This design comes from an exercise in tuning for small area, a short achievable clock period and few clock cycles per item on the open sky130 flow, not from production work.
No run shown here included a check of the RTL's function; only the layout flow was run.
Power and IR drop assume default switching activity.

==> flow/design.v (outline; a module is shown in full before it is edited, if it fits) <==
// module csa_fa: 9 lines
// module binary_neuron: 1004 lines
module binary_neuron (
    input  logic                    clk,
    input  logic                    reset,
    input  logic                    in_valid,
    output logic                    in_ready,
    input  logic [320:0]            in_req,
    output logic                    out_valid,
    input  logic                    out_ready,
    output logic [9:0]              out_sum
);
  // ...
==> flow/flow/run.sh <==
#!/bin/bash
# The standard layout (standard.sh: ORFS synthesis to final layout), with
# one change: the input and output ports are buffered with the smallest
# buffer, sky130_fd_sc_hd__buf_1, instead of the cell buffer_ports picks by
# default (clkdlybuf4s50_1).  Later repair steps may still resize them.
set -euo pipefail
export BUFFER_PORTS_ARGS="-buffer_cell sky130_fd_sc_hd__buf_1"
bash standard.sh > standard_flow.log 2>&1
==> flow/standard.sh <==
#!/bin/bash
# synth_recipe.tcl (not shown) runs the flow's synth.tcl, then flattens the netlist and writes it again
# the make line also repeats each setting of config.mk as NAME=value (left out here)
make -C /OpenROAD-flow-scripts/flow DESIGN_CONFIG=/design/flow/config.mk WORK_HOME=/design/flow/orfs CLKGATE_MAP_FILE= SYNTH_SCRIPT=/design/flow/synth_recipe.tcl "${@:-finish}"
==> flow/config.mk <==
export PLATFORM = sky130hd
export DESIGN_NAME = binary_neuron
export DESIGN_NICKNAME = binary_neuron
export VERILOG_FILES = /design/flow/design.v
export SDC_FILE = /design/flow/constraint.sdc
export NUM_CORES = 4
export LEC_CHECK = 0
export CAP_MARGIN = 20
export CORE_MARGIN = 2
export CORE_UTILIZATION = 40
export SLEW_MARGIN = 20
export SYNTH_HIERARCHICAL = 1
export SYNTH_MINIMUM_KEEP_SIZE = 0
==> flow/constraint.sdc <==
create_clock -name core_clock -period 6.0 [get_ports {clk}]
set_input_delay 1.2000 -clock core_clock [delete_from_list [all_inputs] [get_ports {clk}]]
set_output_delay 1.2000 -clock core_clock [all_outputs]
set_load 0.01 [all_outputs]
==> metrics.md, run 1 <==
| Metric | Value |
|---|---|
| Status | no timing/DRC/antenna violations |
| Vias after detailed routing | 9,387 |
| Multi-input gate area | 9110 um2 |
| Grt met3 use | 2.12% |
| Multi-Input Combinational | 880 |
| Clkbuf count | 45 |
| DRC Markers | 0 |
| FF-to-FF Start | r3_c488 |
| Cell mode on critical path | fa_1 |
| Area after DPL | 17,300 um2 |
| Antenna diodes | 0 |
| Reg with most FFs | q_data |
| Worst EP required | 6.30 ns |
| Routed wl met3 | 1570 um |
| Count of cell types in the netlist | 37 |
| Critical Path Sink Type | flip-flop |
| Grt total ovfl | 0 |
| P_comb | 4.45 mW |
| Sequential Power | 3.37 mW |
| Primary FF master, synth | dfxtp_1 |
| Num CTS Buffers | 31 |
| Crit-path leading delay family | adder cells |
| Die Wd | 200 um |
| Setup Viol. Count Final | 0 |
| EDFF count, synth | 50 |
| Initial Utilization | 40.8% |
| Initial antenna violation count | 0 |
| Clock-pin slew on the worst setup and hold paths | 0.06 ns |
| Hold Crit Depth | 0 |
| Vias in the first global route | 10,255 |
| Worst clock skew | 0.0110 ns |
| Clock buf/inv share | 5.68% |
==> inputs of run 2 (changes only) <==
--- a/flow/config.mk
+++ b/flow/config.mk
@@ -10,2 +10,3 @@
 export CORE_UTILIZATION = 40
+export SETUP_SLACK_MARGIN = 3.6
 export SLEW_MARGIN = 20
==> run 2 against run 1 <==
Effect of this change: global-route usage barely moved; final area rose by 3.9%; total power rose by 4.9%; hold slack got worse by 0.00089 ns; utilization rose by 1.9 points; clock power fell by 3%; register-to-register slack improved by 0.14 ns; non-clock buffer count rose by 7; critical path depth did not move; via count rose by 0.49%; flip-flop and latch count did not move.
==> metrics.md, run 2 <==
| Metric | Value |
|---|---|
| Clk latency of the worst-skew pair | 0.56 ns (about the same) |
| Clock Sinks | 283 (unchanged) |
| Number of port buffers | 336 (unchanged) |
| Post-CTS Hold Fix Bufs | 0 (unchanged) |
| Number of flip-flops in the largest register | 40 (unchanged) |
| Largest area contributor in the netlist | fa_1 (unchanged) |
| Critical Path Sink Type | flip-flop (unchanged) |
| Wirelength per Cell | 17.0 um (about the same) |
| Worst Path Max Fanout | 4 (was 5) |
| Synth-to-Final Area Change | 23.6% (was 18.9%) |
| Worst Tran Pin Value | 0.709 ns (was 0.659 ns) |
| Seq/Total Area, Yosys | 40.0% (unchanged) |
| Count of cell types in the netlist | 37 (unchanged) |
| Num CTS Buffers | 29 (was 31) |
| Status | no timing/DRC/antenna violations (unchanged) |
| Most common cell after layout, fill and taps aside | buf_1 (unchanged) |
| Crit-path cells | fa_1 > fa_1 > ha_4 > nand4_1 > o2111ai_2 > xnor2_2 > mux2_2 (was fa_1 > fa_1 > ha_1 > nand4_1 > o2111ai_2 > xnor2_1 > mux2_2) |
| Initial Utilization | 40.8% (unchanged) |
| Leak | 7.31 nW (was 6.89 nW) |
| Cell Pwr Density | 535 nW/um2 (was 530 nW/um2) |
| Worst vdd ir | 372 uV (was 360 uV) |
| Drt pass-1 iters | 4 (unchanged) |
| Initial detailed-routing violation count | 323 (was 350) |
| Highest-count cells in the layout ignoring fill and taps | buf_1 (334), dfxtp_1 (231), fa_1 (213) (was buf_1 (336), fa_1 (244), dfxtp_1 (233)) |
| CP Launch Type | flip-flop (unchanged) |
| Root Driver | clkbuf_16 (unchanged) |
| Final antenna-violating net count | 0 (unchanged) |
| Minimum clock period | 2.67 ns (was 2.81 ns) |
| Yosys top cell area share | 31.7% (unchanged) |
| Final setup TNS | 0 ns (unchanged) |
| Post-synth ARST share | 0% (unchanged) |
| Reg with most FFs | q_data (unchanged) |
| Final WL | 35,700 um (about the same) |
| All-Layer GR Usage | 18.2% (was 18.3%) |
| Worst EP required | 6.30 ns (about the same) |
| Post-DP HPWL | 31,200 um (about the same) |
| Post-placement cell count | 2,043 (unchanged) |
| CTS tree | done (unchanged) |
| Hold Fails Final Rpt | 0 (unchanged) |
| Vias in the first global route | 10,305 (was 10,255) |
| Grt total ovfl | 0 (unchanged) |
| Min-delay worst type | flip-flop to flip-flop (unchanged) |
| Largest net degree at the start of global routing | 16 (unchanged) |
| Core area | 37,800 um2 (unchanged) |
| RSZ-0062 raised after global routing | yes (was no) |
| First-pass GRT wire length | 56,300 um (was 56,100 um) |
| Core Rows | 71 (unchanged) |
| Mapped Cells | 1,200 (unchanged) |
| Syn Area/Cell | 12.9 um2 (unchanged) |
| Clock-pin slew on the worst setup and hold paths | 0.06 ns (about the same) |
| Initial antenna violation count | 0 (unchanged) |
| Syn Std Cell Area | 15,400 um2 (unchanged) |
| Vias after detailed routing | 9,433 (was 9,387) |
| Setup Viol. Count Final | 0 (unchanged) |
| DRC Markers | 0 (unchanged) |
| Share of cells above drive strength 1 | 12.3% (was 4.41%) |
| Syn Nets | 1,791 (unchanged) |
| Relative slew slack | 52.5% (was 56.0%) |
| Slew Viols, Final | 0 (unchanged) |
| Max Cap Viol | 0 (unchanged) |
| Synth area leaders | fa_1 (32%), dfxtp_1 (30%), edfxtp_1 (9.7%), xnor2_1 (7.6%), nor2_1 (4.9%) (unchanged) |
| Top-count cell post-synth | fa_1 (unchanged) |
| Post-synth top cells | fa_1 (244), dfxtp_1 (233), nor2_1 (201), xnor2_1 (133), xor2_1 (70) (unchanged) |
| Tcrit/Tclk final | 44.5% (was 46.8%) |
| Cell with the largest stage delay on the worst path | fa_1 (unchanged) |
| Post-Layout Cell Count | 2,104 (was 2,100) |
| Biggest regs | q_data (40), out_sum (10) (unchanged) |
| H-tree depth | 1 (unchanged) |
| Nets | 2,161 (was 2,156) |
| Crit path DAT | 2.97 ns (was 3.11 ns) |
| Crit Path Category | flip-flop to flip-flop (unchanged) |
| Number of synthesized register bits | 283 (unchanged) |
| CTS Buffer Depth | 3 (unchanged) |
| Critical Path Max Stage Delay | 0.56 ns (about the same) |
| Die area | 40,200 um2 (unchanged) |
| EDFF count, synth | 50 (unchanged) |
| Routability Congestion | 0.837 (was 0.835) |
| Worst clock skew | 0.0180 ns (was 0.0110 ns) |
| Chip Height | 200 um (unchanged) |
| Cell mode on critical path | fa_1 (unchanged) |
| Yosys warnings | 7 (unchanged) |
| Detail-routed via count per cell | 4.48 (was 4.47) |
| Primary FF master, synth | dfxtp_1 (unchanged) |
| I/O pins | 337 (unchanged) |
| Max Clk Rate | 375 MHz (was 356 MHz) |
| Die Wd | 200 um (unchanged) |
## run 2: cell counts after synthesis
No cell type changed its count.
## run 2: what timing repair did
action                     4_1_cts  5_1_grt
pin swaps                        5        6
setup endpoints to repair       19       23
resized for setup                8        7
buffers inserted                 5        2
hold endpoints to repair         0        0
## run 2: per-layer routing
layer  share of wire, %  global-route usage (%)
met1                 41                    23.0
met2                 52                    33.5
met3                4.4                    2.20
met4                2.6                    4.31
met5                  0                       0
## run 2: logic make-up (layout without fill, tap and decap cells)
family          count (synthesis)  count (layout)  synth area share [%]
compound gates                 15              15                 0.665
xor+xnor                      203             203                  11.5
fa+ha+maj                     266             266                  33.4
buf+inv                        37             429                 0.998
flops                         283             283                  40.0
mux                            19              19                  2.25
other cells                     0               1                     0
simple gates                  377             377                  11.1
## run 2: worst paths after layout
path,to,start,slack (ns),cells after the start
worst max-delay path,out_sum[9],r3_s489,3.33,7
worst min register to register,r3_s157,r2_s157,0.33,0
worst min-delay path,r3_s157,r2_s157,0.33,0
worst max register to register,out_sum[9],r3_s489,3.33,7
## run 2: modules after synthesis (local to each module, per instance)
module	flip-flops and latches	times used
binary_neuron	283	1
csa_fa	0	243
## run 2: report_power, final
group	leakage [nW]	switching, mW	internal (mW)	total [mW]
Sequential	2.43	0.394	2.96	3.36
Combinational	4.39	2.60	2.39	4.99
Clock	0.488	0.761	1.08	1.84
## run 2: critical path: cells and delay by family (launching register included)
kind | cells | cell delay, ns
adders and majority gates | 3 | 1.36
DFF | 1 | 0.32
muxes | 1 | 0.28
AOI/OAI and AO/OA | 1 | 0.22
xor gates and xnor gates | 1 | 0.15
and+or+nand+nor | 1 | 0.09
## run 2: layout make-up
cell class,count,area (um2)
fill,3436,18800
multi-input combinational,880,9810
sequential,283,6170
timing repair buffer,343,1320
clock buffer,41,885
tap,511,639
inverter,33,124
clock inverter,12,119
antenna,1,2.50
## run 2: per-stage QoR
stage               hold WS [ns]  cell area [um2]  util (%)  power [mW]  setup slack (ns)
floorplan                  0.310            16100         -        6.40              3.11
global placement           0.313            17900      47.4        8.01              2.90
detailed placement         0.312            17900      47.4        8.16              2.84
CTS                        0.327            19000      50.3        10.2              3.33
global route               0.331            19100      50.4        11.1              3.24
finish                     0.327            19100      50.4        10.2              3.33

[port drivers added, routing unchanged]
Ports are ideal in the flow. The routed layouts listed here were re-timed in OpenROAD.
Step 1 assumes that a clkbuf_16 drives the clock port and a buf_2 every other input.
Step 2 also shifts input and output timing later by t, the mid clock arrival at the registers, as if the neighbouring blocks saw the same clock.
Slacks: no drivers / after step 1 / after step 2; pairs: no drivers / after step 1.
run | shift t [ns] | setup slack, ns | worst setup path at the end
run 1 | 0.595 | 3.190 / 3.190 / 2.647 | input to register
run 2 | 0.595 | 3.332 / 3.332 / 3.039 | input to register
After both steps setup and hold are still met in every run listed. The setup slack of run 1, which loses most, moves by 0.000 ns with the drivers and by -0.543 ns with both steps.
